Context: an optimization exercise on an open-source flow, tuned for small area and a short achievable clock period. The choices shown serve that exercise and are no tape-out recipe.
The RTL was checked by simulation tests, not by an equivalence proof against the original design.

`flow/config.mk`:
```
export PLATFORM = sky130hd
export DESIGN_NAME = bits_window_top
export DESIGN_NICKNAME = bits_window_top
export VERILOG_FILES = /design/flow/design.v
export SDC_FILE = /design/flow/constraint.sdc
export NUM_CORES = 4
export LEC_CHECK = 0
export CAP_MARGIN = 40
export CORE_MARGIN = 2
export CORE_UTILIZATION = 25
export SETUP_SLACK_MARGIN = 0.2
export SLEW_MARGIN = 30
```
`flow/constraint.sdc`:
```
create_clock -name core_clock -period 6.0 [get_ports {clk}]
set_input_delay 1.2000 -clock core_clock [delete_from_list [all_inputs] [get_ports {clk}]]
set_output_delay 1.2000 -clock core_clock [all_outputs]
set_load 0.01 [all_outputs]
```
`flow/design.v`:
```
package bits_pkg;
  localparam int WINDOW_BITS = 256;
  localparam int WORD_BITS = 128;
  localparam int WORD_BYTES = WORD_BITS / 8;
  localparam int LEVEL_BITS = 9;
  localparam logic [4:0] LIT_1 = 5'h00;
  localparam logic [4:0] LIT_2 = 5'h01;
  localparam logic [4:0] LIT_3 = 5'h02;
  localparam logic [4:0] LIT_4 = 5'h03;
  localparam logic [4:0] LIT_5 = 5'h04;
  localparam logic [4:0] LIT_6 = 5'h05;
  localparam logic [4:0] LIT_7 = 5'h06;
  localparam logic [4:0] LIT_8 = 5'h07;
  localparam logic [4:0] LIT_9 = 5'h08;
  localparam logic [4:0] LIT_10 = 5'h09;
  localparam logic [4:0] LIT_11 = 5'h0A;
  localparam logic [4:0] LIT_12 = 5'h0B;
  localparam logic [4:0] LIT_13 = 5'h0C;
  localparam logic [4:0] LIT_14 = 5'h0D;
  localparam logic [4:0] LIT_15 = 5'h0E;
  localparam logic [4:0] LIT_16 = 5'h0F;
  localparam logic [4:0] OP_TYPE1 = 5'h10;
  localparam logic [4:0] OP_TYPE2 = 5'h11;
  localparam logic [4:0] HOLD = 5'h12;
  function automatic logic [LEVEL_BITS-1:0] consume_size(input logic [4:0] code);
    consume_size = '0;
    if (code <= LIT_16)
    begin
      consume_size = LEVEL_BITS'(11 + 5 * int'(code));
    end
    else if (code == OP_TYPE1)
    begin
      consume_size = LEVEL_BITS'(22);
    end
    else if (code == OP_TYPE2)
    begin
      consume_size = LEVEL_BITS'(18);
    end
  endfunction
  function automatic logic is_consume(input logic [4:0] code);
    is_consume = (code <= OP_TYPE2);
  endfunction
endpackage
module bits_level_counter
#(
  parameter int WINDOW_BITS = bits_pkg::WINDOW_BITS,
  parameter int WORD_BITS = bits_pkg::WORD_BITS
)
(
  input logic clk,
  input logic resetB,
  input logic [4:0] code,
  input logic append_en,
  input logic [bits_pkg::WORD_BYTES-1:0] valid_bytes,
  output logic [bits_pkg::LEVEL_BITS-1:0] level,
  output logic space_available
);
  localparam logic [bits_pkg::LEVEL_BITS-1:0] SPACE_LIMIT = WINDOW_BITS - WORD_BITS;
  localparam int COUNT_BITS = $clog2(bits_pkg::WORD_BYTES + 1);
  logic [COUNT_BITS-1:0] byte_count;
  logic [bits_pkg::LEVEL_BITS-1:0] append_bits;
  logic [bits_pkg::LEVEL_BITS-1:0] drop_bits;
  logic [bits_pkg::LEVEL_BITS-1:0] level_q;
  logic [bits_pkg::LEVEL_BITS-1:0] level_next;
  always_comb
  begin
    byte_count = '0;
    for (int i = 0; i < bits_pkg::WORD_BYTES; i++)
    begin
      byte_count = byte_count + COUNT_BITS'(valid_bytes[i]);
    end
  end
  assign append_bits = {byte_count, 3'b000};
  assign drop_bits = bits_pkg::consume_size(code);
  always_comb
  begin
    level_next = level_q;
    if (bits_pkg::is_consume(code))
    begin
      level_next = level_q - drop_bits;
    end
    else if (append_en)
    begin
      level_next = level_q + append_bits;
    end
  end
  always_ff @(posedge clk or negedge resetB)
  begin
    if (!resetB)
    begin
      level_q <= '0;
    end
    else
    begin
      level_q <= level_next;
    end
  end
  assign level = level_q;
  assign space_available = (level_q <= SPACE_LIMIT);
endmodule
module bits_window_shifter
#(
  parameter int WINDOW_BITS = bits_pkg::WINDOW_BITS,
  parameter int WORD_BITS = bits_pkg::WORD_BITS
)
(
  input logic clk,
  input logic resetB,
  input logic [4:0] code,
  input logic append_en,
  input logic [bits_pkg::LEVEL_BITS-1:0] level,
  input logic [WORD_BITS-1:0] word,
  output logic [WINDOW_BITS-1:0] window
);
  localparam int PAD_BITS = WINDOW_BITS - WORD_BITS;
  logic [WINDOW_BITS-1:0] window_q;
  logic [WINDOW_BITS-1:0] window_next;
  logic [bits_pkg::LEVEL_BITS-1:0] drop_bits;
  logic [WINDOW_BITS-1:0] shifted;
  logic [WINDOW_BITS-1:0] word_at_top;
  logic [WINDOW_BITS-1:0] keep_mask;
  logic [WINDOW_BITS-1:0] placed_word;
  logic [WINDOW_BITS-1:0] inserted;
  assign drop_bits = bits_pkg::consume_size(code);
  assign shifted = window_q << drop_bits;
  assign word_at_top = {word, {PAD_BITS{1'b0}}};
  assign keep_mask = ~({WINDOW_BITS{1'b1}} >> level);
  assign placed_word = word_at_top >> level;
  assign inserted = (window_q & keep_mask) | placed_word;
  always_comb
  begin
    window_next = window_q;
    if (bits_pkg::is_consume(code))
    begin
      window_next = shifted;
    end
    else if (append_en)
    begin
      window_next = inserted;
    end
  end
  always_ff @(posedge clk or negedge resetB)
  begin
    if (!resetB)
    begin
      window_q <= '0;
    end
    else
    begin
      window_q <= window_next;
    end
  end
  assign window = window_q;
endmodule
module bits_window_top
#(
  parameter int WINDOW_BITS = bits_pkg::WINDOW_BITS,
  parameter int WORD_BITS = bits_pkg::WORD_BITS
)
(
  input logic clk,
  input logic resetB,
  input logic fill_req_b,
  input logic fill_ack_b,
  input logic [bits_pkg::WORD_BYTES-1:0] fill_valid_bytes,
  input logic [WORD_BITS-1:0] fill_word,
  input logic [4:0] code,
  output logic [WINDOW_BITS-1:0] window,
  output logic space_available
);
  localparam logic [bits_pkg::LEVEL_BITS-1:0] APPEND_LIMIT = WINDOW_BITS - WORD_BITS;
  logic [4:0] code_e;
  logic [bits_pkg::LEVEL_BITS-1:0] level;
  logic strobes_low;
  logic code_allows;
  logic level_allows;
  logic append_en;
  assign code_e = code;
  assign strobes_low = ~fill_req_b & ~fill_ack_b;
  assign code_allows = !bits_pkg::is_consume(code_e) && (code_e != bits_pkg::HOLD);
  assign level_allows = (level <= APPEND_LIMIT);
  assign append_en = strobes_low & code_allows & level_allows;
  bits_level_counter #(
    .WINDOW_BITS (WINDOW_BITS),
    .WORD_BITS (WORD_BITS)
  ) i_level_counter (
    .clk (clk),
    .resetB (resetB),
    .code (code_e),
    .append_en (append_en),
    .valid_bytes (fill_valid_bytes),
    .level (level),
    .space_available (space_available)
  );
  bits_window_shifter #(
    .WINDOW_BITS (WINDOW_BITS),
    .WORD_BITS (WORD_BITS)
  ) i_window_shifter (
    .clk (clk),
    .resetB (resetB),
    .code (code_e),
    .append_en (append_en),
    .level (level),
    .word (fill_word),
    .window (window)
  );
endmodule
```
`flow/run.sh`:
```
#!/bin/bash
# synth_recipe.tcl (not shown) runs the flow's synth.tcl, then flattens the netlist and writes it again
# the make line also repeats each setting of config.mk as NAME=value (left out here)
make -C /OpenROAD-flow-scripts/flow DESIGN_CONFIG=/design/flow/config.mk WORK_HOME=/design/flow/orfs CLKGATE_MAP_FILE= SYNTH_SCRIPT=/design/flow/synth_recipe.tcl finish
```
==> run summary, run 1 <==
# TYPE chip_impl_metric gauge
chip_impl_metric{name="layout.nets",unit=""} 7376
chip_impl_metric{name="timing_worst_slew_pin_value",unit="ns"} 1.14
chip_impl_metric{name="vias_in_the_first_global_route",unit=""} 62062
chip_impl_metric{name="worst_ep_arrival_time",unit="ns"} 6.10
chip_impl_info{name="setup.worst_path.end_class",value="flop"} 1
chip_impl_metric{name="die_y",unit="µm"} 447
chip_impl_metric{name="slowest_delay",unit="ns"} 0.58
chip_impl_metric{name="synthToLayoutAreaGrowth",unit="%"} 36.3
chip_impl_info{name="most-common-layout-cells",value="1201 x sky130_fd_sc_hd__mux2i_1, 1153 x sky130_fd_sc_hd__buf_4, 593 x sky130_fd_sc_hd__nand2_1, 483 x sky130_fd_sc_hd__o21ai_0, 436 x sky130_fd_sc_hd__nor2_1"} 1
chip_impl_metric{name="gr-usage-all-layers",unit="%"} 49.9
chip_impl_metric{name="ctsLongestPathBuffers",unit=""} 3
chip_impl_metric{name="grt_first_pass_wirelength",unit="µm"} 655000
chip_impl_metric{name="post_drt_via_cell_ratio",unit=""} 6.74
chip_impl_metric{name="synth.net_count",unit=""} 6236
chip_impl_metric{name="antenna_found_initial",unit=""} 70
chip_impl_metric{name="portBuffers",unit=""} 409
chip_impl_metric{name="finalSetupViolCount",unit=""} 0
chip_impl_metric{name="synth_enable_flop_cells",unit=""} 0
chip_impl_info{name="cts_tree",value="done"} 1
chip_impl_metric{name="remaining_drc_errors",unit=""} 0
chip_impl_info{name="postSynth.topFlopCell",value="sky130_fd_sc_hd__dfrtp_1"} 1
chip_impl_metric{name="drt-total-wl",unit="µm"} 515000
chip_impl_metric{name="design.core.area",unit="mm²"} 0.195
chip_impl_metric{name="remaining_antenna_violation_count_after_routing",unit=""} 0
chip_impl_metric{name="drt_first_iter_violations",unit=""} 10445
chip_impl_metric{name="synth_cells",unit=""} 6040
chip_impl_info{name="family_with_the_most_delay_on_the_worst_path",value="compound AO/OA/AOI/OAI gates"} 1
chip_impl_info{name="status",value="timing/DRC/antenna clean"} 1
chip_impl_metric{name="fmaxAchievable",unit="MHz"} 181
chip_impl_info{name="worst_r2r_startpoint",value="i_level_counter.level_q[1]"} 1
chip_impl_metric{name="layout_min_cycle_time",unit="ns"} 5.53
chip_impl_metric{name="timing.reg2reg.worst_path_depth",unit=""} 14
chip_impl_metric{name="floorplan.rows",unit=""} 162
chip_impl_info{name="clock-root-buffer",value="sky130_fd_sc_hd__clkbuf_16"} 1
chip_impl_metric{name="post-route-period-util",unit="%"} 92.2
chip_impl_metric{name="ys_async_rst_share",unit="%"} 100
chip_impl_metric{name="synth_area",unit="mm²"} 0.0490
chip_impl_metric{name="gr-total-overflow",unit=""} 0
chip_impl_metric{name="chipWidth",unit="µm"} 447
chip_impl_metric{name="finalHoldViolations",unit=""} 0
chip_impl_metric{name="fin_hold_ws",unit="ns"} 0.459
chip_impl_metric{name="drtPass1Iterations",unit=""} 7
chip_impl_info{name="timing.critical_path.mode_cell",value="sky130_fd_sc_hd__buf_4"} 1
chip_impl_metric{name="drive_above_1_share",unit="%"} 28.0
chip_impl_metric{name="gpl.final_weighted_congestion",unit=""} 1.07
chip_impl_metric{name="critPathMaxFanout",unit=""} 18
chip_impl_metric{name="path_clk_slew",unit="ns"} 0.06
chip_impl_metric{name="synth.ff_latch_count",unit=""} 265
chip_impl_metric{name="max_transition_viols_final",unit=""} 0
chip_impl_info{name="slowest_stage",value="sky130_fd_sc_hd__o21ai_0"} 1
chip_impl_metric{name="dr_total_vias",unit=""} 66586
chip_impl_metric{name="drv_cap",unit=""} 0
chip_impl_metric{name="cts-buffers-inserted",unit=""} 42
chip_impl_metric{name="required",unit="ns"} 6.56
chip_impl_metric{name="synth_cell_type_count",unit=""} 96
chip_impl_info{name="yosys-top-cells-area",value="sky130_fd_sc_hd__mux2i_1 25%, sky130_fd_sc_hd__dfrtp_1 14%, sky130_fd_sc_hd__mux4_2 8.2%"} 1
chip_impl_metric{name="synth_sequential_area_ratio",unit="%"} 13.5
chip_impl_metric{name="crit_buf_inv",unit=""} 5
chip_impl_metric{name="clk_sink_count",unit=""} 265
chip_impl_info{name="rr_endpoint",value="i_window_shifter.window_q[148]"} 1
chip_impl_info{name="path_cells",value="clkdlybuf4s50_1, ha_1, ha_1, fa_1, buf_4, o21a_1, o31ai_4, buf_12, buf_4, mux2_2, o21ai_0, mux2i_1, buf_4, a22oi_1, o21ai_0, a211o_1"} 1
chip_impl_metric{name="clock_latency",unit="ns"} 0.68
chip_impl_metric{name="drt-wirelength-per-cell",unit="µm"} 52.2
chip_impl_info{name="setup_repair_after_global_routing_missed_its_margin",value="false"} 1
chip_impl_metric{name="initial_core_util",unit="%"} 25.1
chip_impl_metric{name="avg_cell_area_syn",unit="µm²"} 8.11
chip_impl_metric{name="grt_max_degree",unit=""} 146
chip_impl_metric{name="slack_of_the_worst_reg_to_reg_path",unit="ns"} 0.64
chip_impl_metric{name="synthDominantCellAreaShare",unit="%"} 24.9
chip_impl_metric{name="design.die.area",unit="mm²"} 0.199
chip_impl_info{name="path_class_of_the_lowest_slack_min_delay_path",value="in -> async"} 1
chip_impl_metric{name="fin_worst_skew",unit="ns"} 0.0450
chip_impl_metric{name="slew_headroom",unit="%"} 23.7
chip_impl_info{name="timing.critical_path.from_type",value="input pin"} 1
chip_impl_metric{name="postLayoutCoreUtil",unit="%"} 34.3
chip_impl_metric{name="h-tree-depth",unit=""} 2
chip_impl_info{name="layout_commonest_cell",value="sky130_fd_sc_hd__mux2i_1"} 1
chip_impl_info{name="criticalPathCategory",value="in -> reg"} 1
chip_impl_metric{name="place_hpwl",unit="µm"} 423000
chip_impl_info{name="yosysTopAreaCell",value="sky130_fd_sc_hd__mux2i_1"} 1
chip_impl_metric{name="yosys_warnings",unit=""} 3
chip_impl_metric{name="fill_cells",unit=""} 20687
chip_impl_metric{name="io-pin-count",unit=""} 410
## Yosys cell counts (16+ instances only)
library cell,count
sky130_fd_sc_hd__a211o_1,17
sky130_fd_sc_hd__a211oi_1,74
sky130_fd_sc_hd__a21o_1,27
sky130_fd_sc_hd__a21oi_1,358
sky130_fd_sc_hd__a221o_1,27
sky130_fd_sc_hd__a221oi_1,95
sky130_fd_sc_hd__a22o_1,32
sky130_fd_sc_hd__a22oi_1,115
sky130_fd_sc_hd__a31oi_1,45
sky130_fd_sc_hd__and2_1,34
sky130_fd_sc_hd__and3_1,53
sky130_fd_sc_hd__buf_1,74
sky130_fd_sc_hd__buf_2,166
sky130_fd_sc_hd__buf_4,48
sky130_fd_sc_hd__clkbuf_1,309
sky130_fd_sc_hd__dfrtp_1,265
sky130_fd_sc_hd__ha_1,30
sky130_fd_sc_hd__inv_1,42
sky130_fd_sc_hd__mux2_2,341
sky130_fd_sc_hd__mux2i_1,1216
sky130_fd_sc_hd__mux4_2,179
sky130_fd_sc_hd__nand2_1,596
sky130_fd_sc_hd__nand2b_1,19
sky130_fd_sc_hd__nand3_1,169
sky130_fd_sc_hd__nor2_1,456
sky130_fd_sc_hd__nor3_1,52
sky130_fd_sc_hd__o211ai_1,120
sky130_fd_sc_hd__o21a_1,34
sky130_fd_sc_hd__o21ai_0,502
sky130_fd_sc_hd__o21ai_1,16
sky130_fd_sc_hd__o221ai_1,83
sky130_fd_sc_hd__o22a_1,32
sky130_fd_sc_hd__o22ai_1,110
sky130_fd_sc_hd__o2bb2ai_1,16
sky130_fd_sc_hd__o31ai_1,20
sky130_fd_sc_hd__or3_1,27
## routing by layer
| metal | wire length (µm) | vias up | track usage [%] |
|---|---|---|---|
| li1 | - | 25578 | - |
| met1 | 202000 | 34083 | 62.2 |
| met2 | 205000 | 5532 | 69.2 |
| met3 | 59200 | 1349 | 17.8 |
| met4 | 48200 | 44 | 38.9 |
| met5 | 306 | - | 0 |
## metrics by stage
step	instances	setup slack (ns)	TNS, ns	cell area [µm²]
after floorplan	6040	0.388	0	49000
after global placement	9706	-0.365	-1.79	64600
after detailed placement	9734	-0.272	-1.42	64900
after CTS	9810	0.429	0	66300
after global routing	9843	0.238	0	66700
final	9875	0.467	0	66800
## state kept, by name, indices dropped and copies added (netlist names), named ones only
register	flops
i_level_counter.level_q	9
i_window_shifter.window_q	255
## cell families after synthesis
logic type               count (synthesis)  share of synthesized area, %
AO/OA/AOI/OAI                         1853                          25.0
XOR/XNOR                                15                         0.268
adder cells (fa/ha/maj)                 43                          1.30
buffers and inverters                  664                          6.05
flip-flops                             265                          13.5
multiplexers                          1740                          41.0
AND/OR/NAND/NOR                       1460                          12.8
## how the worst max path moves through the flow
| stage | from | endpoint | depth (start not counted) |
|---|---|---|---|
| floorplan | fill_valid_bytes[0] | i_level_counter.level_q[7] | 16 |
| global placement | fill_valid_bytes[0] | i_level_counter.level_q[7] | 17 |
| detailed placement | fill_valid_bytes[0] | i_level_counter.level_q[7] | 17 |
| CTS | fill_valid_bytes[0] | i_level_counter.level_q[7] | 17 |
| global route | fill_valid_bytes[1] | i_level_counter.level_q[7] | 17 |
| finish | code[1] | i_window_shifter.window_q[240] | 16 |
## timing repair
action / in CTS / in global routing
hold buffers: 0 / 0
setup buffers: 0 / 0
endpoints found under the setup margin: 0 / 2
resized for setup: 0 / 1
## final cells by class
cell class	count	area, µm²	share of cell area [%]
clock buffer	66	1250	1.88
timing repair buffer	1705	15300	22.9
clock inverter	10	154	0.231
antenna	39	97.6	0.146
sequential	265	6660	9.98
inverter	55	245	0.367
tap	2624	3280	4.92
multi-input combinational	5111	39700	59.5
==> run 2: changes to the inputs <==
--- a/flow/design.v
+++ b/flow/design.v
@@ -105,50 +105,44 @@
 )
 (
   input logic clk,
-  input logic resetB,
   input logic [4:0] code,
-  input logic append_en,
+  input logic space,
   input logic [bits_pkg::LEVEL_BITS-1:0] level,
   input logic [WORD_BITS-1:0] word,
   output logic [WINDOW_BITS-1:0] window
 );
-  localparam int PAD_BITS = WINDOW_BITS - WORD_BITS;
+  localparam int ROT_BITS = $clog2(WINDOW_BITS);
   logic [WINDOW_BITS-1:0] window_q;
   logic [WINDOW_BITS-1:0] window_next;
-  logic [bits_pkg::LEVEL_BITS-1:0] drop_bits;
-  logic [WINDOW_BITS-1:0] shifted;
-  logic [WINDOW_BITS-1:0] word_at_top;
-  logic [WINDOW_BITS-1:0] keep_mask;
-  logic [WINDOW_BITS-1:0] placed_word;
-  logic [WINDOW_BITS-1:0] inserted;
-  assign drop_bits = bits_pkg::consume_size(code);
-  assign shifted = window_q << drop_bits;
-  assign word_at_top = {word, {PAD_BITS{1'b0}}};
-  assign keep_mask = ~({WINDOW_BITS{1'b1}} >> level);
-  assign placed_word = word_at_top >> level;
-  assign inserted = (window_q & keep_mask) | placed_word;
-  always_comb
+  logic consume;
+  logic [ROT_BITS-1:0] rot_amt;
+  logic [WINDOW_BITS-1:0] rot_in;
+  logic [WINDOW_BITS-1:0] stage [0:ROT_BITS];
+  logic [WINDOW_BITS-WORD_BITS-1:0] keep;
+  assign consume = bits_pkg::is_consume(code);
+  assign rot_amt = consume ? ROT_BITS'(WINDOW_BITS - int'(bits_pkg::consume_size(code)))
+                 : (space ? level[ROT_BITS-1:0] : '0);
+  assign rot_in = {(consume | ~space) ? window_q[WINDOW_BITS-1:WINDOW_BITS-WORD_BITS] : word,
+                   window_q[WINDOW_BITS-WORD_BITS-1:0]};
+  assign stage[0] = rot_in;
+  for (genvar k = 0; k < ROT_BITS; k++)
+  begin : g_rot
+    assign stage[k+1] = rot_amt[k]
+      ? {stage[k][(1<<k)-1:0], stage[k][WINDOW_BITS-1:(1<<k)]}
+      : stage[k];
+  end
+  for (genvar i = 0; i < WINDOW_BITS - WORD_BITS; i++)
+  begin : g_keep
+    assign keep[i] = ~consume & (int'(level) >= WORD_BITS - i);
+  end
+  assign window_next[WINDOW_BITS-WORD_BITS-1:0] = stage[ROT_BITS][WINDOW_BITS-WORD_BITS-1:0];
+  for (genvar i = 0; i < WINDOW_BITS - WORD_BITS; i++)
+  begin : g_top
+    assign window_next[WORD_BITS+i] = keep[i] ? window_q[WORD_BITS+i] : stage[ROT_BITS][WORD_BITS+i];
+  end
+  always_ff @(posedge clk)
   begin
-    window_next = window_q;
-    if (bits_pkg::is_consume(code))
-    begin
-      window_next = shifted;
-    end
-    else if (append_en)
-    begin
-      window_next = inserted;
-    end
-  end
-  always_ff @(posedge clk or negedge resetB)
-  begin
-    if (!resetB)
-    begin
-      window_q <= '0;
-    end
-    else
-    begin
-      window_q <= window_next;
-    end
+    window_q <= window_next;
   end
   assign window = window_q;
 endmodule
@@ -168,25 +162,20 @@
   output logic [WINDOW_BITS-1:0] window,
   output logic space_available
 );
-  localparam logic [bits_pkg::LEVEL_BITS-1:0] APPEND_LIMIT = WINDOW_BITS - WORD_BITS;
-  logic [4:0] code_e;
   logic [bits_pkg::LEVEL_BITS-1:0] level;
   logic strobes_low;
   logic code_allows;
-  logic level_allows;
   logic append_en;
-  assign code_e = code;
   assign strobes_low = ~fill_req_b & ~fill_ack_b;
-  assign code_allows = !bits_pkg::is_consume(code_e) && (code_e != bits_pkg::HOLD);
-  assign level_allows = (level <= APPEND_LIMIT);
-  assign append_en = strobes_low & code_allows & level_allows;
+  assign code_allows = !bits_pkg::is_consume(code) && (code != bits_pkg::HOLD);
+  assign append_en = strobes_low & code_allows & space_available;
   bits_level_counter #(
     .WINDOW_BITS (WINDOW_BITS),
     .WORD_BITS (WORD_BITS)
   ) i_level_counter (
     .clk (clk),
     .resetB (resetB),
-    .code (code_e),
+    .code (code),
     .append_en (append_en),
     .valid_bytes (fill_valid_bytes),
     .level (level),
@@ -197,9 +186,8 @@
     .WORD_BITS (WORD_BITS)
   ) i_window_shifter (
     .clk (clk),
-    .resetB (resetB),
-    .code (code_e),
-    .append_en (append_en),
+    .code (code),
+    .space (space_available),
     .level (level),
     .word (fill_word),
     .window (window)
==> run 2 against run 1 <==
Compared with the run above: still clean; sequential share of layout area is 0.38 points lower; critical path depth is 5 higher; worst setup slack worse by 0.31 ns; largest cell class unchanged; highest routed layer unchanged.
==> run summary, run 2 <==
# TYPE chip_impl_metric gauge
chip_impl_info{name="status",value="timing/DRC/antenna clean"} 1
chip_impl_metric{name="critPathMaxFanout",unit=""} 9
chip_impl_metric{name="place_hpwl",unit="µm"} 382000
chip_impl_metric{name="remaining_drc_errors",unit=""} 0
chip_impl_metric{name="clk_sink_count",unit=""} 265
chip_impl_metric{name="synth.net_count",unit=""} 5397
chip_impl_metric{name="post-route-period-util",unit="%"} 97.4
chip_impl_metric{name="fmaxAchievable",unit="MHz"} 171
chip_impl_info{name="synth.top_cells.by_count",value="1004 x sky130_fd_sc_hd__mux2i_1, 521 x sky130_fd_sc_hd__nand2_1, 396 x sky130_fd_sc_hd__nor2_1"} 1
chip_impl_metric{name="synth_enable_flop_cells",unit=""} 128
chip_impl_metric{name="grt_max_degree",unit=""} 76
chip_impl_metric{name="synthDominantCellAreaShare",unit="%"} 24.1
chip_impl_info{name="criticalPathCategory",value="in -> reg"} 1
chip_impl_metric{name="path_clk_slew",unit="ns"} 0.07
chip_impl_metric{name="postLayoutCoreUtil",unit="%"} 41.8
chip_impl_metric{name="aggregate_negative_setup_slack",unit="ns"} 0
chip_impl_metric{name="synth.ff_latch_count",unit=""} 265
chip_impl_metric{name="max_transition_viols_final",unit=""} 0
chip_impl_metric{name="layout.nets",unit=""} 7585
chip_impl_metric{name="gr-total-overflow",unit=""} 0
chip_impl_metric{name="remaining_antenna_violation_count_after_routing",unit=""} 0
chip_impl_metric{name="h-tree-depth",unit=""} 2
chip_impl_info{name="top_register",value="i_window_shifter.window_q"} 1
chip_impl_metric{name="slew_headroom",unit="%"} 28.8
chip_impl_metric{name="worst_ep_arrival_time",unit="ns"} 6.19
chip_impl_metric{name="design.die.area",unit="mm²"} 0.170
chip_impl_info{name="yosysMostFrequentCell",value="sky130_fd_sc_hd__mux2i_1"} 1
chip_impl_metric{name="die_y",unit="µm"} 412
chip_impl_metric{name="drtPass1Iterations",unit=""} 9
chip_impl_info{name="yosysTopAreaCell",value="sky130_fd_sc_hd__mux2i_1"} 1
chip_impl_metric{name="drive_above_1_share",unit="%"} 41.6
chip_impl_info{name="slowest_stage",value="sky130_fd_sc_hd__fa_2"} 1
chip_impl_metric{name="synth_area",unit="mm²"} 0.0417
chip_impl_info{name="path_class_of_the_lowest_slack_min_delay_path",value="reg -> reg"} 1
chip_impl_info{name="yosys-top-cells-area",value="sky130_fd_sc_hd__mux2i_1 24%, sky130_fd_sc_hd__edfxtp_1 9.2%, sky130_fd_sc_hd__mux2_2 8.6%"} 1
chip_impl_metric{name="crit_buf_inv",unit=""} 7
chip_impl_metric{name="chipWidth",unit="µm"} 412
chip_impl_info{name="cts_tree",value="done"} 1
chip_impl_info{name="largestRegisters",value="i_window_shifter.window_q x256, i_level_counter.level_q x9"} 1
chip_impl_metric{name="post_drt_via_cell_ratio",unit=""} 6.39
chip_impl_metric{name="yosys_warnings",unit=""} 4
chip_impl_metric{name="clock_latency",unit="ns"} 0.67
chip_impl_metric{name="antenna_found_initial",unit=""} 85
chip_impl_metric{name="gr-usage-all-layers",unit="%"} 51.0
chip_impl_metric{name="avg_cell_area_syn",unit="µm²"} 8.02
chip_impl_metric{name="drv_cap",unit=""} 0
chip_impl_info{name="postSynth.topFlopCell",value="sky130_fd_sc_hd__edfxtp_1"} 1
chip_impl_metric{name="timing_worst_slew_pin_value",unit="ns"} 1.06
chip_impl_metric{name="fin_worst_skew",unit="ns"} 0.0469
chip_impl_metric{name="io-pin-count",unit=""} 410
chip_impl_metric{name="drt-wirelength-per-cell",unit="µm"} 46.8
chip_impl_metric{name="drt-total-wl",unit="µm"} 452000
chip_impl_metric{name="portBuffers",unit=""} 409
chip_impl_metric{name="ys_async_rst_share",unit="%"} 3.40
chip_impl_info{name="path_cells",value="dlygate4sd2_1, ha_1, ha_2, fa_2, o211a_4, or3_4, nand3_4, buf_4, o211a_1, buf_12, buf_4, o31ai_1, buf_4, a21oi_1, o21ai_1, buf_4, nand2_1, a221oi_1, buf_4, mux2i_1, mux2_2"} 1
chip_impl_metric{name="gpl.final_weighted_congestion",unit=""} 1.13
chip_impl_metric{name="dp.cells",unit=""} 9490
chip_impl_info{name="timing.critical_path.from_type",value="input pin"} 1
chip_impl_info{name="timing.critical_path.mode_cell",value="sky130_fd_sc_hd__buf_4"} 1
chip_impl_metric{name="synth_cells",unit=""} 5200
chip_impl_info{name="setup.worst_path.end_class",value="flop"} 1
chip_impl_metric{name="grt_first_pass_wirelength",unit="µm"} 575000
chip_impl_metric{name="slowest_delay",unit="ns"} 0.58
chip_impl_metric{name="drt_first_iter_violations",unit=""} 10363
chip_impl_metric{name="vias_in_the_first_global_route",unit=""} 57472
chip_impl_metric{name="finalSetupViolCount",unit=""} 0
chip_impl_metric{name="dr_total_vias",unit=""} 61652
chip_impl_metric{name="design.core.area",unit="mm²"} 0.165
chip_impl_metric{name="cts-hold-fix-buffers",unit=""} 0
chip_impl_info{name="most-common-layout-cells",value="2067 x sky130_fd_sc_hd__buf_4, 922 x sky130_fd_sc_hd__mux2i_1, 515 x sky130_fd_sc_hd__nand2_1, 404 x sky130_fd_sc_hd__clkdlybuf4s50_1, 381 x sky130_fd_sc_hd__nor2_1"} 1
chip_impl_metric{name="fin_hold_ws",unit="ns"} 0.791
chip_impl_metric{name="cts-buffers-inserted",unit=""} 43
chip_impl_metric{name="initial_core_util",unit="%"} 25.2
chip_impl_metric{name="ctsLongestPathBuffers",unit=""} 3
chip_impl_metric{name="layout_min_cycle_time",unit="ns"} 5.85
chip_impl_metric{name="floorplan.rows",unit=""} 149
chip_impl_info{name="layout_commonest_cell",value="sky130_fd_sc_hd__buf_4"} 1
chip_impl_metric{name="flip_flop_count_of_the_largest_register_after_layout",unit=""} 256
chip_impl_metric{name="finalHoldViolations",unit=""} 0
chip_impl_info{name="clock-root-buffer",value="sky130_fd_sc_hd__clkbuf_16"} 1
chip_impl_info{name="family_with_the_most_delay_on_the_worst_path",value="compound AO/OA/AOI/OAI gates"} 1
chip_impl_metric{name="instances_no_fill",unit=""} 9655
chip_impl_info{name="setup_repair_after_global_routing_missed_its_margin",value="true"} 1
chip_impl_metric{name="required",unit="ns"} 6.34
chip_impl_metric{name="synth_cell_type_count",unit=""} 110
chip_impl_metric{name="synthToLayoutAreaGrowth",unit="%"} 65.8
chip_impl_metric{name="synth_sequential_area_ratio",unit="%"} 15.9
run 2: worst paths after layout:
path	start	end	slack [ns]	cells after the start
max	code[3]	i_window_shifter.window_q[235]	0.15	21
min	i_level_counter.level_q[1]	i_level_counter.level_q[1]	0.79	2
max reg2reg	i_level_counter.level_q[8]	i_window_shifter.window_q[239]	0.74	15
min reg2reg	i_level_counter.level_q[1]	i_level_counter.level_q[1]	0.79	2
max in group asynchronous	resetB	i_level_counter.level_q[0]	4.80	1
min in group asynchronous	resetB	i_level_counter.level_q[3]	0.87	1
run 2: cell type report:
| class | count | area (µm²) |
|---|---|---|
| well taps | 2189 | 2740 |
| inverters | 43 | 166 |
| diodes | 43 | 108 |
| fillers | 16924 | 96200 |
| multi-input cells | 4341 | 34100 |
| repair buffers | 2694 | 23900 |
| flip-flops and latches | 265 | 6640 |
| clock buffers | 56 | 1220 |
| clock inverters | 24 | 282 |
run 2: through the flow:
step,area [µm²],worst slack [ns]
finish,69100,0.153
global route,69100,0.184
CTS,68500,0.223
detailed placement,65300,-1.42
global placement,65100,-2.16
floorplan,41700,0.235
run 2: cell families (layout without fill, tap and decap cells):
kind of cell	Yosys count	in the layout	share of synthesized area, %
fa+ha+maj	44	44	1.55
other cells	0	43	0
simple gates	1359	1359	14.6
xor+xnor	17	17	0.357
compound gates	1589	1589	27.7
buf+inv	594	2817	6.67
mux	1332	1332	33.2
flops	265	265	15.9
run 2: timing repair:
action | in CTS | in global routing
setup buffers | 20 | 8
gates resized for setup | 258 | 81
gates cloned | 7 | 0
hold endpoints to repair | 0 | 0
pin swaps | 20 | 18
endpoints found under the setup margin | 256 | 157
run 2: worst reg2reg max path, cell delays in order, from the launching register on:
cell and delay, ns:
sky130_fd_sc_hd__dfrtp_1 0.57, sky130_fd_sc_hd__nor4_2 0.58, sky130_fd_sc_hd__a21oi_4 0.16, sky130_fd_sc_hd__inv_2 0.22, sky130_fd_sc_hd__buf_12 0.25, sky130_fd_sc_hd__nor2_1 0.12, sky130_fd_sc_hd__o31ai_1 0.89, sky130_fd_sc_hd__buf_4 0.26
sky130_fd_sc_hd__nand2_1 0.08, sky130_fd_sc_hd__mux2i_4 0.24, sky130_fd_sc_hd__a211oi_2 0.11, sky130_fd_sc_hd__buf_4 0.22, sky130_fd_sc_hd__or3_1 0.44, sky130_fd_sc_hd__a2bb2oi_2 0.22, sky130_fd_sc_hd__o21ai_1 0.15, sky130_fd_sc_hd__mux2i_4 0.48
run 2: routing by layer:
metal / global-route usage, % / share of wire [%] / vias to the layer above
met5: 1.02 / 0.21 / -
met4: 38.5 / 9.2 / 48
met3: 19.3 / 12 / 1183
met2: 70.6 / 39 / 4764
met1: 63.3 / 39 / 31083
li1: - / - / 24574
==> run 3: changes to the inputs <==
--- a/flow/design.v
+++ b/flow/design.v
@@ -116,12 +116,38 @@
   logic [WINDOW_BITS-1:0] window_next;
   logic consume;
   logic [ROT_BITS-1:0] rot_amt;
+  logic [ROT_BITS-1:0] consume_rot;
+  logic [ROT_BITS-1:0] append_rot;
   logic [WINDOW_BITS-1:0] rot_in;
   logic [WINDOW_BITS-1:0] stage [0:ROT_BITS];
   logic [WINDOW_BITS-WORD_BITS-1:0] keep;
-  assign consume = bits_pkg::is_consume(code);
-  assign rot_amt = consume ? ROT_BITS'(WINDOW_BITS - int'(bits_pkg::consume_size(code)))
-                 : (space ? level[ROT_BITS-1:0] : '0);
+  assign consume = ~code[4] | (code[3:1] == 3'b000);
+  always_comb
+  begin
+    case (code)
+      5'h00: consume_rot = 8'd245;
+      5'h01: consume_rot = 8'd240;
+      5'h02: consume_rot = 8'd235;
+      5'h03: consume_rot = 8'd230;
+      5'h04: consume_rot = 8'd225;
+      5'h05: consume_rot = 8'd220;
+      5'h06: consume_rot = 8'd215;
+      5'h07: consume_rot = 8'd210;
+      5'h08: consume_rot = 8'd205;
+      5'h09: consume_rot = 8'd200;
+      5'h0A: consume_rot = 8'd195;
+      5'h0B: consume_rot = 8'd190;
+      5'h0C: consume_rot = 8'd185;
+      5'h0D: consume_rot = 8'd180;
+      5'h0E: consume_rot = 8'd175;
+      5'h0F: consume_rot = 8'd170;
+      5'h10: consume_rot = 8'd234;
+      5'h11: consume_rot = 8'd238;
+      default: consume_rot = 8'd0;
+    endcase
+  end
+  assign append_rot = space ? level[ROT_BITS-1:0] : '0;
+  assign rot_amt = consume ? consume_rot : append_rot;
   assign rot_in = {(consume | ~space) ? window_q[WINDOW_BITS-1:WINDOW_BITS-WORD_BITS] : word,
                    window_q[WINDOW_BITS-WORD_BITS-1:0]};
   assign stage[0] = rot_in;
--- a/flow/config.mk
+++ b/flow/config.mk
@@ -5,8 +5,10 @@
 export SDC_FILE = /design/flow/constraint.sdc
 export NUM_CORES = 4
 export LEC_CHECK = 0
-export CAP_MARGIN = 40
+export ABC_AREA = 1
+export CAP_MARGIN = 10
 export CORE_MARGIN = 2
-export CORE_UTILIZATION = 25
+export CORE_UTILIZATION = 50
+export GPL_TIMING_DRIVEN = 0
 export SETUP_SLACK_MARGIN = 0.2
-export SLEW_MARGIN = 30
+export SLEW_MARGIN = 10
==> run 3 against run 2 <==
Compared with the run above: the flow now stops in global routing (5_1_grt); synthesized area decreased by 14%; synthesized cell count increased by 23%.
==> run summary, run 3 <==
# TYPE chip_impl_metric gauge
chip_impl_metric{name="synth_area",unit="mm²"} 0.0360
chip_impl_metric{name="die_y",unit="µm"} 272
chip_impl_info{name="postSynth.topFlopCell",value="sky130_fd_sc_hd__edfxtp_1"} 1
chip_impl_metric{name="portBuffers",unit=""} 409
chip_impl_metric{name="grt_first_pass_wirelength",unit="µm"} 447000
chip_impl_info{name="synth.top_cells.by_count",value="3731 x sky130_fd_sc_hd__nand3_1, 1040 x sky130_fd_sc_hd__nand2_1, 350 x sky130_fd_sc_hd__inv_1"} 1
chip_impl_metric{name="ys_async_rst_share",unit="%"} 3.40
chip_impl_metric{name="grt_max_degree",unit=""} 18
chip_impl_info{name="status",value="aborted with a tool error"} 1
chip_impl_info{name="yosys-top-cells-area",value="sky130_fd_sc_hd__nand3_1 52%, sky130_fd_sc_hd__nand2_1 11%, sky130_fd_sc_hd__edfxtp_1 11%"} 1
chip_impl_metric{name="h-tree-depth",unit=""} 1
chip_impl_metric{name="gpl.final_weighted_congestion",unit=""} 1.71
chip_impl_metric{name="synth_enable_flop_cells",unit=""} 128
chip_impl_metric{name="vias_in_the_first_global_route",unit=""} 57950
chip_impl_info{name="flow.first_error",value="[ERROR GRT-0116] Global routing finished with congestion. Check the congestion regions in the DRC Viewer."} 1
chip_impl_metric{name="post_dp_cell_area",unit="mm²"} 0.0413
chip_impl_metric{name="initial_core_util",unit="%"} 50.4
chip_impl_info{name="yosysTopAreaCell",value="sky130_fd_sc_hd__nand3_1"} 1
chip_impl_metric{name="cts-buffers-inserted",unit=""} 30
chip_impl_info{name="clock-root-buffer",value="sky130_fd_sc_hd__clkbuf_16"} 1
chip_impl_metric{name="synth_cell_type_count",unit=""} 43
chip_impl_metric{name="synthDominantCellAreaShare",unit="%"} 51.9
chip_impl_info{name="yosysMostFrequentCell",value="sky130_fd_sc_hd__nand3_1"} 1
chip_impl_info{name="stop_stage",value="global routing (5_1_grt)"} 1
chip_impl_metric{name="dp.cells",unit=""} 7752
chip_impl_metric{name="synth.net_count",unit=""} 6589
chip_impl_metric{name="clk_sink_count",unit=""} 265
chip_impl_metric{name="synth_sequential_area_ratio",unit="%"} 18.4
chip_impl_metric{name="synth.ff_latch_count",unit=""} 265
chip_impl_metric{name="avg_cell_area_syn",unit="µm²"} 5.63
chip_impl_metric{name="gr-usage-all-layers",unit="%"} 82.5
chip_impl_metric{name="gr-total-overflow",unit=""} 1550
chip_impl_metric{name="place_hpwl",unit="µm"} 235000
chip_impl_metric{name="post-place-ws",unit="ns"} -0.505
chip_impl_metric{name="floorplan.rows",unit=""} 98
chip_impl_metric{name="ctsLongestPathBuffers",unit=""} 3
chip_impl_metric{name="io-pin-count",unit=""} 410
chip_impl_metric{name="yosys_warnings",unit=""} 4
chip_impl_metric{name="synth_cells",unit=""} 6392
chip_impl_metric{name="chipWidth",unit="µm"} 272
[run 3: cell types whose count changed after synthesis, sizes merged, moves of 117 or more]
cell,change
a21oi,-175
o211ai,-141
mux2,-317
nand3,+3632
o21ai,-219
nand2,+521
nor2,-309
inv,+316
nor3,-117
nand3b,+121
mux2i,-1005
[run 3: timing repair]
item | 4_1_cts
setup buffers | 0
hold endpoints to repair | 0
hold buffers | 0
gates cloned | 0
pin swaps | 1
resized for setup | 2
setup endpoints to repair | 1
[run 3: cell families after synthesis]
kind of cell	Yosys count	share of synthesized area (%)
buf+inv	890	10.1
simple gates	5020	66.9
flops	265	18.4
xor+xnor	10	0.243
fa+ha+maj	44	1.80
compound gates	163	2.47
[run 3: layer usage]
layer	GRT overflow	global-route usage, %
met1	115	84.5
met2	872	95.6
met3	108	72.0
met4	436	74.3
met5	19	48.2
[run 3: how the worst min path moves through the flow]
stage | from | to | slack [ns] | cells past startpoint
after floorplan | i_level_counter.level_q[0] | i_level_counter.level_q[0] | 0.57 | 2
after global placement | i_level_counter.level_q[0] | i_level_counter.level_q[0] | 0.67 | 2
after detailed placement | i_level_counter.level_q[7] | i_level_counter.level_q[7] | 0.69 | 2
after CTS | i_level_counter.level_q[7] | i_level_counter.level_q[7] | 0.70 | 2
==> run 4: changes to the inputs <==
--- a/flow/design.v
+++ b/flow/design.v
@@ -23,22 +23,30 @@
   localparam logic [4:0] OP_TYPE2 = 5'h11;
   localparam logic [4:0] HOLD = 5'h12;
   function automatic logic [LEVEL_BITS-1:0] consume_size(input logic [4:0] code);
-    consume_size = '0;
-    if (code <= LIT_16)
-    begin
-      consume_size = LEVEL_BITS'(11 + 5 * int'(code));
-    end
-    else if (code == OP_TYPE1)
-    begin
-      consume_size = LEVEL_BITS'(22);
-    end
-    else if (code == OP_TYPE2)
-    begin
-      consume_size = LEVEL_BITS'(18);
-    end
+    case (code)
+      LIT_1:    consume_size = LEVEL_BITS'(11);
+      LIT_2:    consume_size = LEVEL_BITS'(16);
+      LIT_3:    consume_size = LEVEL_BITS'(21);
+      LIT_4:    consume_size = LEVEL_BITS'(26);
+      LIT_5:    consume_size = LEVEL_BITS'(31);
+      LIT_6:    consume_size = LEVEL_BITS'(36);
+      LIT_7:    consume_size = LEVEL_BITS'(41);
+      LIT_8:    consume_size = LEVEL_BITS'(46);
+      LIT_9:    consume_size = LEVEL_BITS'(51);
+      LIT_10:   consume_size = LEVEL_BITS'(56);
+      LIT_11:   consume_size = LEVEL_BITS'(61);
+      LIT_12:   consume_size = LEVEL_BITS'(66);
+      LIT_13:   consume_size = LEVEL_BITS'(71);
+      LIT_14:   consume_size = LEVEL_BITS'(76);
+      LIT_15:   consume_size = LEVEL_BITS'(81);
+      LIT_16:   consume_size = LEVEL_BITS'(86);
+      OP_TYPE1: consume_size = LEVEL_BITS'(22);
+      OP_TYPE2: consume_size = LEVEL_BITS'(18);
+      default:  consume_size = '0;
+    endcase
   endfunction
   function automatic logic is_consume(input logic [4:0] code);
-    is_consume = (code <= OP_TYPE2);
+    is_consume = ~code[4] | (code[3:1] == 3'b000);
   endfunction
 endpackage
 module bits_level_counter
@@ -58,41 +66,54 @@
   localparam logic [bits_pkg::LEVEL_BITS-1:0] SPACE_LIMIT = WINDOW_BITS - WORD_BITS;
   localparam int COUNT_BITS = $clog2(bits_pkg::WORD_BYTES + 1);
   logic [COUNT_BITS-1:0] byte_count;
-  logic [bits_pkg::LEVEL_BITS-1:0] append_bits;
   logic [bits_pkg::LEVEL_BITS-1:0] drop_bits;
   logic [bits_pkg::LEVEL_BITS-1:0] level_q;
-  logic [bits_pkg::LEVEL_BITS-1:0] level_next;
-  always_comb
-  begin
-    byte_count = '0;
-    for (int i = 0; i < bits_pkg::WORD_BYTES; i++)
-    begin
-      byte_count = byte_count + COUNT_BITS'(valid_bytes[i]);
-    end
-  end
-  assign append_bits = {byte_count, 3'b000};
+  logic [1:0] count2 [0:7];
+  logic [2:0] count4 [0:3];
+  logic [3:0] count8 [0:1];
+  for (genvar i = 0; i < 8; i++)
+  begin : g_count2
+    assign count2[i] = 2'(valid_bytes[2*i]) + 2'(valid_bytes[2*i+1]);
+  end
+  for (genvar i = 0; i < 4; i++)
+  begin : g_count4
+    assign count4[i] = 3'(count2[2*i]) + 3'(count2[2*i+1]);
+  end
+  for (genvar i = 0; i < 2; i++)
+  begin : g_count8
+    assign count8[i] = 4'(count4[2*i]) + 4'(count4[2*i+1]);
+  end
+  assign byte_count = COUNT_BITS'(count8[0]) + COUNT_BITS'(count8[1]);
+  logic [bits_pkg::LEVEL_BITS-1:0] base_q;
+  logic [COUNT_BITS-1:0] pending_q;
+  logic [bits_pkg::LEVEL_BITS-1:0] base_next;
+  logic [COUNT_BITS-1:0] pending_next;
+  assign level_q = {base_q[bits_pkg::LEVEL_BITS-1:3] + (bits_pkg::LEVEL_BITS-3)'(pending_q), base_q[2:0]};
   assign drop_bits = bits_pkg::consume_size(code);
   always_comb
   begin
-    level_next = level_q;
+    base_next = level_q;
+    pending_next = '0;
     if (bits_pkg::is_consume(code))
     begin
-      level_next = level_q - drop_bits;
+      base_next = level_q - drop_bits;
     end
     else if (append_en)
     begin
-      level_next = level_q + append_bits;
+      pending_next = byte_count;
     end
   end
   always_ff @(posedge clk or negedge resetB)
   begin
     if (!resetB)
     begin
-      level_q <= '0;
+      base_q <= '0;
+      pending_q <= '0;
     end
     else
     begin
-      level_q <= level_next;
+      base_q <= base_next;
+      pending_q <= pending_next;
     end
   end
   assign level = level_q;
@@ -121,7 +142,7 @@
   logic [WINDOW_BITS-1:0] rot_in;
   logic [WINDOW_BITS-1:0] stage [0:ROT_BITS];
   logic [WINDOW_BITS-WORD_BITS-1:0] keep;
-  assign consume = ~code[4] | (code[3:1] == 3'b000);
+  assign consume = bits_pkg::is_consume(code);
   always_comb
   begin
     case (code)
--- a/flow/config.mk
+++ b/flow/config.mk
@@ -8,7 +8,7 @@
 export ABC_AREA = 1
 export CAP_MARGIN = 10
 export CORE_MARGIN = 2
-export CORE_UTILIZATION = 50
+export CORE_UTILIZATION = 35
 export GPL_TIMING_DRIVEN = 0
-export SETUP_SLACK_MARGIN = 0.2
+export SETUP_SLACK_MARGIN = 1.5
 export SLEW_MARGIN = 10
==> run 4 against run 3 <==
Compared with the run above: the flow again stops in global routing (5_1_grt); synthesized area down 5.0%; synthesized cell count shrank 6.0%.
==> run summary, run 4 <==
# TYPE chip_impl_metric gauge
chip_impl_info{name="postSynth.topFlopCell",value="sky130_fd_sc_hd__edfxtp_1"} 1
chip_impl_info{name="synth_top_family_by_area",value="simple AND/OR/NAND/NOR gates"} 1
chip_impl_metric{name="grt_first_pass_wirelength",unit="µm"} 519000
chip_impl_metric{name="synth_mux_area_share",unit="%"} 0
chip_impl_info{name="flow.first_error",value="[ERROR GRT-0116] Global routing finished with congestion. Check the congestion regions in the DRC Viewer."} 1
chip_impl_info{name="status",value="aborted with a tool error"} 1
chip_impl_metric{name="h-tree-depth",unit=""} 2
chip_impl_metric{name="gpl.final_weighted_congestion",unit=""} 1.38
chip_impl_info{name="yosysTopAreaCell",value="sky130_fd_sc_hd__nand3_1"} 1
chip_impl_metric{name="yosys_warnings",unit=""} 7
chip_impl_info{name="yosys-top-cells-area",value="sky130_fd_sc_hd__nand3_1 55%, sky130_fd_sc_hd__edfxtp_1 11%, sky130_fd_sc_hd__nand2_1 9.8%"} 1
chip_impl_metric{name="portBuffers",unit=""} 408
chip_impl_metric{name="post-place-ws",unit="ns"} -1.20
chip_impl_info{name="stop_stage",value="global routing (5_1_grt)"} 1
chip_impl_metric{name="cts-buffers-inserted",unit=""} 39
chip_impl_metric{name="synth_enable_flop_cells",unit=""} 128
chip_impl_metric{name="synth_area",unit="mm²"} 0.0342
chip_impl_metric{name="yosys.area_share.adder",unit="%"} 1.47
chip_impl_metric{name="die_y",unit="µm"} 316
chip_impl_metric{name="synth.net_count",unit=""} 6196
chip_impl_metric{name="synth_simple_gate_area_share",unit="%"} 66.1
chip_impl_metric{name="cts-hold-fix-buffers",unit=""} 0
chip_impl_metric{name="avg_cell_area_syn",unit="µm²"} 5.69
chip_impl_metric{name="ys_async_rst_share",unit="%"} 5.19
chip_impl_metric{name="gr-total-overflow",unit=""} 13
chip_impl_metric{name="initial_core_util",unit="%"} 35.3
chip_impl_info{name="synth.top_cells.by_count",value="3730 x sky130_fd_sc_hd__nand3_1, 893 x sky130_fd_sc_hd__nand2_1, 203 x sky130_fd_sc_hd__buf_2"} 1
chip_impl_metric{name="gr-usage-all-layers",unit="%"} 76.3
chip_impl_metric{name="dp.cells",unit=""} 7697
chip_impl_metric{name="io-pin-count",unit=""} 410
chip_impl_metric{name="synth_sequential_area_ratio",unit="%"} 19.8
chip_impl_metric{name="fraction_of_the_mapped_netlist_area_in_compound_gates",unit="%"} 4.31
chip_impl_metric{name="clk_sink_count",unit=""} 270
chip_impl_metric{name="floorplan.rows",unit=""} 114
chip_impl_metric{name="synth.ff_latch_count",unit=""} 270
chip_impl_metric{name="place_hpwl",unit="µm"} 303000
chip_impl_metric{name="synthDominantCellAreaShare",unit="%"} 54.6
chip_impl_metric{name="grt_max_degree",unit=""} 15
chip_impl_metric{name="vias_in_the_first_global_route",unit=""} 58288
chip_impl_metric{name="chipWidth",unit="µm"} 316
chip_impl_info{name="clock-root-buffer",value="sky130_fd_sc_hd__clkbuf_16"} 1
chip_impl_info{name="yosysMostFrequentCell",value="sky130_fd_sc_hd__nand3_1"} 1
chip_impl_metric{name="synth-xor-area-share",unit="%"} 0.201
chip_impl_metric{name="synth_cells",unit=""} 6010
chip_impl_metric{name="ctsLongestPathBuffers",unit=""} 3
chip_impl_metric{name="synth_cell_type_count",unit=""} 47
-- run 4: what timing repair did --
action	in CTS
pin swaps	34
resized for setup	1076
setup endpoints to repair	276
buffers inserted	15
-- run 4: kinds of logic after synthesis --
family	count (synthesis)
simple gates	4752
buf+inv	672
fa+ha+maj	33
xor+xnor	7
flops	270
compound gates	276
-- run 4: how the worst max path moves through the flow --
stage	from	end	slack, ns	depth (start not counted)
2_1_floorplan	fill_valid_bytes[0]	i_level_counter.pending_q[4]	1.80	12
3_3_place_gp	code[4]	i_window_shifter.window_q[145]	-1.75	15
3_5_place_dp	code[4]	i_window_shifter.window_q[213]	-1.20	13
4_1_cts	i_level_counter.base_q[3]	i_window_shifter.window_q[241]	1.36	24
-- run 4: through the flow --
stage | instance area [µm²] | hold WS (ns) | utilization (%)
floorplan | 34200 | 0.680 | -
global placement | 39900 | 0.754 | 41.2
detailed placement | 39900 | 0.774 | 41.3
CTS | 45900 | 0.799 | 47.4
-- run 4: routing by layer --
| layer | GRT usage [%] | GRT overflow |
|---|---|---|
| met5 | 48.0 | 0 |
| met4 | 68.7 | 6 |
| met3 | 67.0 | 0 |
| met2 | 87.0 | 6 |
| met1 | 78.7 | 1 |
==> run 5: changes to the inputs <==
--- a/flow/config.mk
+++ b/flow/config.mk
@@ -10,5 +10,6 @@
 export CORE_MARGIN = 2
 export CORE_UTILIZATION = 35
 export GPL_TIMING_DRIVEN = 0
+export PLACE_DENSITY = 0.45
 export SETUP_SLACK_MARGIN = 1.5
 export SLEW_MARGIN = 10
==> run 5 against run 4 <==
Compared with the run above: the run again fails in global routing (5_1_grt); synthesized cell count did not move; synthesized area did not move.
==> run summary, run 5 <==
# TYPE chip_impl_metric gauge
chip_impl_metric{name="die_y",unit="µm"} 316
chip_impl_info{name="stop_stage",value="global routing (5_1_grt)"} 1
chip_impl_metric{name="portBuffers",unit=""} 408
chip_impl_info{name="yosys-top-cells-area",value="sky130_fd_sc_hd__nand3_1 55%, sky130_fd_sc_hd__edfxtp_1 11%, sky130_fd_sc_hd__nand2_1 9.8%"} 1
chip_impl_metric{name="synth_cells",unit=""} 6010
chip_impl_metric{name="synthDominantCellAreaShare",unit="%"} 54.6
chip_impl_metric{name="cts-hold-fix-buffers",unit=""} 0
chip_impl_info{name="flow.first_error",value="[ERROR GRT-0232] Routing congestion too high. Check the congestion heatmap in the GUI."} 1
chip_impl_metric{name="place_hpwl",unit="µm"} 305000
chip_impl_metric{name="h-tree-depth",unit=""} 2
chip_impl_metric{name="chipWidth",unit="µm"} 316
chip_impl_metric{name="ctsLongestPathBuffers",unit=""} 3
chip_impl_info{name="postSynth.topFlopCell",value="sky130_fd_sc_hd__edfxtp_1"} 1
chip_impl_metric{name="synth_sequential_area_ratio",unit="%"} 19.8
chip_impl_info{name="clock-root-buffer",value="sky130_fd_sc_hd__clkbuf_16"} 1
chip_impl_metric{name="io-pin-count",unit=""} 410
chip_impl_metric{name="synth.net_count",unit=""} 6196
chip_impl_info{name="synth.top_cells.by_count",value="3730 x sky130_fd_sc_hd__nand3_1, 893 x sky130_fd_sc_hd__nand2_1, 203 x sky130_fd_sc_hd__buf_2"} 1
chip_impl_metric{name="yosys_warnings",unit=""} 7
chip_impl_metric{name="synth_enable_flop_cells",unit=""} 128
chip_impl_metric{name="post-place-ws",unit="ns"} -1.22
chip_impl_metric{name="gr-total-overflow",unit=""} 1
chip_impl_metric{name="gpl.final_weighted_congestion",unit=""} 1.33
chip_impl_metric{name="cts-buffers-inserted",unit=""} 36
chip_impl_metric{name="synth_cell_type_count",unit=""} 47
chip_impl_metric{name="ys_async_rst_share",unit="%"} 5.19
chip_impl_metric{name="initial_core_util",unit="%"} 35.3
chip_impl_metric{name="synth.ff_latch_count",unit=""} 270
chip_impl_metric{name="synth_area",unit="mm²"} 0.0342
chip_impl_info{name="status",value="aborted with a tool error"} 1
chip_impl_metric{name="grt_max_degree",unit=""} 15
chip_impl_info{name="yosysMostFrequentCell",value="sky130_fd_sc_hd__nand3_1"} 1
chip_impl_metric{name="gr-usage-all-layers",unit="%"} 75.6
chip_impl_info{name="yosysTopAreaCell",value="sky130_fd_sc_hd__nand3_1"} 1
chip_impl_metric{name="avg_cell_area_syn",unit="µm²"} 5.69
chip_impl_metric{name="clk_sink_count",unit=""} 270
chip_impl_metric{name="floorplan.rows",unit=""} 114
==> run 5: kinds of logic after synthesis <==
family / Yosys count / share of synthesized area (%)
AO/OA/AOI/OAI: 276 / 4.31
XOR/XNOR: 7 / 0.201
adder cells (fa/ha/maj): 33 / 1.47
buffers and inverters: 672 / 8.13
flip-flops: 270 / 19.8
AND/OR/NAND/NOR: 4752 / 66.1
==> run 5: routing by layer <==
layer,overflow,global-route usage (%)
met1,0,77.4
met2,0,87.6
met3,1,63.8
met4,0,70.6
met5,0,47.3
==> run 5: per-stage QoR <==
step / std cells / util (%) / hold slack (ns) / area [µm²] / setup TNS (ns)
after floorplan: 6010 / - / 0.680 / 34200 / 0
after global placement: 7694 / 41.2 / 0.750 / 39900 / -282.78
after detailed placement: 7697 / 41.3 / 0.774 / 39900 / -142.69
after CTS: 7771 / 47.6 / 0.786 / 46000 / 0
==> run 5: repair_timing <==
action / 4_1_cts
pin swaps: 41
buffers inserted: 8
resized for setup: 1124
setup endpoints to repair: 278
==> run 5: how the worst max path moves through the flow <==
stage | depth (start not counted) | startpoint | to
4_1_cts | 23 | i_level_counter.base_q[3] | i_window_shifter.window_q[96]
3_5_place_dp | 13 | code[4] | i_window_shifter.window_q[118]
3_3_place_gp | 14 | code[4] | i_window_shifter.window_q[165]
2_1_floorplan | 12 | fill_valid_bytes[0] | i_level_counter.pending_q[4]

port drivers added, routing unchanged:
No port has a modelled driver above. Below, the same layouts with a new extraction and two added sets of constraints.
Step 1 sets driving cells, clkbuf_16 on the clock port and buf_2 on the other inputs (assumed; they add their load-dependent delay and slew).
Step 2, shift: input delay + t, output delay - t, t = (earliest + latest rising clock arrival at the registers) / 2. This alone moves slack from input paths to output paths.
Slacks: no drivers / after step 1 / after step 2; pairs: no drivers / after step 1.
run	shift t [ns]	setup slack, ns	latest minus earliest clock arrival (ns)	cell pins on the clock port's net
run 1	0.730	0.467 / 0.517 / -0.214	0.045 / 0.045	1
run 2	0.730	0.153 / 0.216 / -0.514	0.047 / 0.047	1
Met with ideal ports but missed after step 2: setup timing in run 1 and run 2. For run 1, which loses most, drivers alone change the setup slack by +0.050 ns; drivers and shift together by -0.681 ns.
